What follows belongs to an exercise in optimizing a design on an open flow for small area, a short achievable clock period and few clock cycles; a production flow would make more cautious choices. At most, simulation tests tie the RTL to the original design; equivalence was not proved. Power figures rest on the tool's default switching activity, not on a simulated workload.

==> module alu_carry, before the edit <==
module alu_carry (
    input  wire [31:0] p_i,
    input  wire [31:0] g_i,
    input  wire        cin_i,
    output logic [31:0] c_o
);
    logic [31:0] gg, pp;
    always_comb begin
        gg = g_i;
        pp = p_i;
        gg[0] = g_i[0] | (p_i[0] & cin_i);
        for (int l = 1; l < 32; l = l * 2) begin
            for (int i = 2 * l - 1; i < 32; i = i + 2 * l) begin
                gg[i] = gg[i] | (pp[i] & gg[i - l]);
                pp[i] = pp[i] & pp[i - l];
            end
        end
        for (int l = 8; l >= 1; l = l / 2) begin
            for (int i = 3 * l - 1; i < 32; i = i + 2 * l) begin
                gg[i] = gg[i] | (pp[i] & gg[i - l]);
                pp[i] = pp[i] & pp[i - l];
            end
        end
        c_o = {gg[30:0], 1'b0} | {31'd0, cin_i};
    end
endmodule
clock: 14.0 ns
lec_check: 0
cap_margin: 20
core_margin: 2
core_utilization: 50
cts_buf_list: sky130_fd_sc_hd__clkbuf_8
cts_cluster_diameter: 60
cts_cluster_size: 16
place_density: 0.6
setup_slack_margin: 5
slew_margin: 20
synth_hierarchical: 1
tns_end_percent: 5
standard.sh (not shown) runs the stock make flow with config.mk's settings and CLKGATE_MAP_FILE= SYNTH_SCRIPT=/design/flow/synth_recipe.tcl, a recipe that flattens the netlist after the stock synthesis.
==> flow/flow/run.sh <==
#!/bin/bash
# Standard layout, with fast buffers on the ports.
set -euo pipefail
bash standard.sh "BUFFER_PORTS_ARGS=-buffer_cell sky130_fd_sc_hd__buf_4" SETUP_SLACK_MARGIN=5.75 finish > standard_make.log 2>&1
Testbench counts at the start, summed over its fixed seeds: cycles 11,399.
Rerun with:
--- a/flow/design.v
+++ b/flow/design.v
@@ -73,20 +73,20 @@
     output logic [31:0] c_o
 );
-    logic [31:0] gg, pp;
+    logic [31:0] gg, pp, gn, pn;
     always_comb begin
         gg = g_i;
         pp = p_i;
         gg[0] = g_i[0] | (p_i[0] & cin_i);
-        for (int l = 1; l < 32; l = l * 2) begin
-            for (int i = 2 * l - 1; i < 32; i = i + 2 * l) begin
-                gg[i] = gg[i] | (pp[i] & gg[i - l]);
-                pp[i] = pp[i] & pp[i - l];
-            end
-        end
-        for (int l = 8; l >= 1; l = l / 2) begin
-            for (int i = 3 * l - 1; i < 32; i = i + 2 * l) begin
-                gg[i] = gg[i] | (pp[i] & gg[i - l]);
-                pp[i] = pp[i] & pp[i - l];
+        for (int l = 0; l < 5; l++) begin
+            gn = gg;
+            pn = pp;
+            for (int i = 0; i < 32; i++) begin
+                if ((i >> l) % 2 == 1) begin
+                    gn[i] = gg[i] | (pp[i] & gg[((i >> l) << l) - 1]);
+                    pn[i] = pp[i] & pp[((i >> l) << l) - 1];
+                end
             end
+            gg = gn;
+            pp = pn;
         end
         c_o = {gg[30:0], 1'b0} | {31'd0, cin_i};
What happened: The new run completed with no timing, DRC or antenna violations. Wire length decreases by 2.1%. Worst setup slack degrades by 39 ps. Critical path depth came out higher by 1. Hold slack is about the same. Synthesized area stays flat. Cell count shrinks by 0.39%. Design area hardly moves. Power went down by 1.4%. Die area hardly moves. Core utilization is about the same. Count of clock-buffer cells in the layout is unchanged.
The RTL of the second run of this note was laid out without a check of its function.

cpu_lite_top, a different RTL version from the one above (not shown whole).
Size: ~2600 cells after synthesis, ~29000 µm² of cells after synthesis.
clock: 14.0 ns
lec_check: 0
cap_margin: 20
core_margin: 2
core_utilization: 50
cts_buf_list: sky130_fd_sc_hd__clkbuf_8
cts_cluster_diameter: 60
cts_cluster_size: 16
place_density: 0.6
setup_slack_margin: 5
slew_margin: 20
synth_hierarchical: 1
tns_end_percent: 5
==> flow/flow/run.sh <==
#!/bin/bash
# Standard layout, with fast buffers on the ports.
set -euo pipefail
bash standard.sh "BUFFER_PORTS_ARGS=-buffer_cell sky130_fd_sc_hd__buf_4" SETUP_SLACK_MARGIN=6 finish > standard_make.log 2>&1
Testbench counts at the start, summed over its fixed seeds: cycles 11,399.
Change:
--- a/flow/design.v
+++ b/flow/design.v
@@ -134,34 +134,34 @@
     wire lg = (p_i & use_p_i) | (g_i & use_g_i);
     assign r_o = (sll_i ? ~shn_i : (lg ^ (c_i & arith_i))) | set_i;
 endmodule
 `default_nettype wire
 `default_nettype none
 module reg_file (
     input  wire        clk_i,
     input  wire        reset,
-    input  wire [4:0]  addr_i,     
+    input  wire [4:0]  addr_n_i,   
     output logic [31:0] lo_o,      
     output logic [31:0] hi_o,      
     output logic [15:0] match_o,   
     input  wire        wr_en_i,    
     input  wire [15:0] drop_i,     
     input  wire [3:0]  idx_i,
     input  wire [4:0]  wr_tag_i,
     input  wire [31:0] wr_data_i
 );
     logic [15:0] valid_q;
     logic [4:0]  tag_q  [16];
     logic [31:0] data_q [16];
     logic [15:0] match;
     logic [15:0] sel;
     logic [15:0] keep;
     for (genvar i = 0; i < 16; i++) begin : g_match
-        tag_eq u_eq (.tag_i (tag_q[i]), .addr_i (addr_i), .eq_o (match[i]));
+        tag_eq u_eq (.tag_i (tag_q[i]), .addr_n_i (addr_n_i), .eq_o (match[i]));
     end
     always_comb begin
         lo_o = '0;
         hi_o = '0;
         for (int i = 0; i < 16; i++) begin
             sel[i]   = (idx_i == i[3:0]);
             if (i < 8) lo_o = lo_o | (data_q[i] & {32{match[i]}});
             else       hi_o = hi_o | (data_q[i] & {32{match[i]}});
@@ -214,20 +214,20 @@
     always_ff @(posedge clk_i) begin
         q_o <= (q_o & hold_i) | (d_i & we_i);
     end
 endmodule
 `default_nettype wire
 `default_nettype none
 module tag_eq (
     input  wire [4:0] tag_i,
-    input  wire [4:0] addr_i,
+    input  wire [4:0] addr_n_i,
     output wire       eq_o
 );
-    assign eq_o = (tag_i == addr_i);
+    assign eq_o = (tag_i == ~addr_n_i);
 endmodule
 `default_nettype wire
 `default_nettype none
 module cpu_lite_top (
     input  wire        clk_i,
     input  wire        reset,
     input  wire        host_valid_i,
     input  wire [7:0]  host_byte_i,
@@ -323,26 +323,26 @@
     end
     wire sel_host = ~loading_q;
     wire sel_rs1  = loading_q & (phase_q == 2'd2);
     wire sel_rd   = loading_q & (phase_q == 2'd3);
     wire sel_rs2  = loading_q & wr_q & ~is_i_q;
     wire [4:0] rs2 = {b3_q[0], b2_q};
     wire [4:0] from_regs = ({5{sel_rd}} & rd) | ({5{sel_rs2}} & rs2) |
                            {4'd0, sel_rs1 & b1_q[7]};
-    wire [4:0] addr;
-    assign addr[0] = (sel_host & reg_sel_i[0]) | from_regs[0];
+    wire [4:0] addr_n;    
+    assign addr_n[0] = ~((sel_host & reg_sel_i[0]) | from_regs[0]);
     for (genvar k = 1; k < 5; k++) begin : g_addr
         addr_bit u_addr (
             .host_i  (sel_host),
             .sel_i   (reg_sel_i[k]),
             .rs1_i   (sel_rs1),
             .byte_i  (host_byte_i[k - 1]),
             .regs_i  (from_regs[k]),
-            .addr_o  (addr[k])
+            .addr_n_o (addr_n[k])
         );
     end
     wire [31:0] imm = {{20{b3_q[7]}}, b3_q, b2_q};
     wire [31:0] opb = rdata | (imm & {32{is_i_q}});
     alu u_alu (
         .is_r_i   (is_r_q),
         .is_i_i   (is_i_q),
         .f3_i     (b1_q[6:4]),
@@ -350,17 +350,17 @@
         .f7s_i    (b3_q[7:1] == 7'b0100000),
         .a_i      (a_q),
         .b_i      (opb),
         .result_o (result)
     );
     reg_file u_reg_file (
         .clk_i     (clk_i),
         .reset     (reset),
-        .addr_i    (addr),
+        .addr_n_i  (addr_n),
         .lo_o      (rd_lo),
         .hi_o      (rd_hi),
         .match_o   (match),
         .wr_en_i   (wr_en),
         .drop_i    (drop_q),
         .idx_i     (count_q[3:0]),
         .wr_tag_i  (rd),
         .wr_data_i (result)
@@ -391,13 +391,13 @@
 `default_nettype wire
 `default_nettype none
 module addr_bit (
     input  wire host_i,
     input  wire sel_i,
     input  wire rs1_i,
     input  wire byte_i,
     input  wire regs_i,
-    output wire addr_o
+    output wire addr_n_o
 );
-    assign addr_o = (host_i & sel_i) | (rs1_i & byte_i) | regs_i;
+    assign addr_n_o = ~((host_i & sel_i) | (rs1_i & byte_i) | regs_i);
 endmodule
 `default_nettype wire
What happened: Synthesized area hardly moves; global-route usage is higher by 2.6 points; cell area is higher slightly; count of clock-buffer cells in the layout is higher by 1; routed wire length is higher by roughly a tenth; critical path depth is higher by 2.
Only the layout flow was run in the second run of this note; the RTL was not checked for function there.

==> static timing again, ports no longer ideal <==
In the flow no input, the clock included, has a driving cell. The finished layouts below were timed again as built, in two steps.
Step 1 assumes that a clkbuf_16 drives the clock port and a buf_2 every other input.
Step 2, shift: input delay + t, output delay - t, t = (earliest + latest rising clock arrival at the registers) / 2. This alone moves slack from input paths to output paths.
a / b / c = no drivers / after step 1 / after step 2; a / b = the first two.
run | t (ns) | setup WS [ns] | worst setup path after step 2
the first run of note 1 | 0.742 | 5.694 / 5.659 / 5.252 | input to register
the second run of note 1 | 0.752 | 5.655 / 5.627 / 5.099 | input to register
the first run of note 2 | 0.749 | 5.841 / 5.806 / 5.380 | input to register
the second run of note 2 | 0.754 | 5.815 / 5.787 / 5.531 | input to register
After both steps every run listed still meets setup and hold. The setup slack of the second run of note 1, which loses most, moves by -0.028 ns with the drivers and by -0.556 ns with both steps.
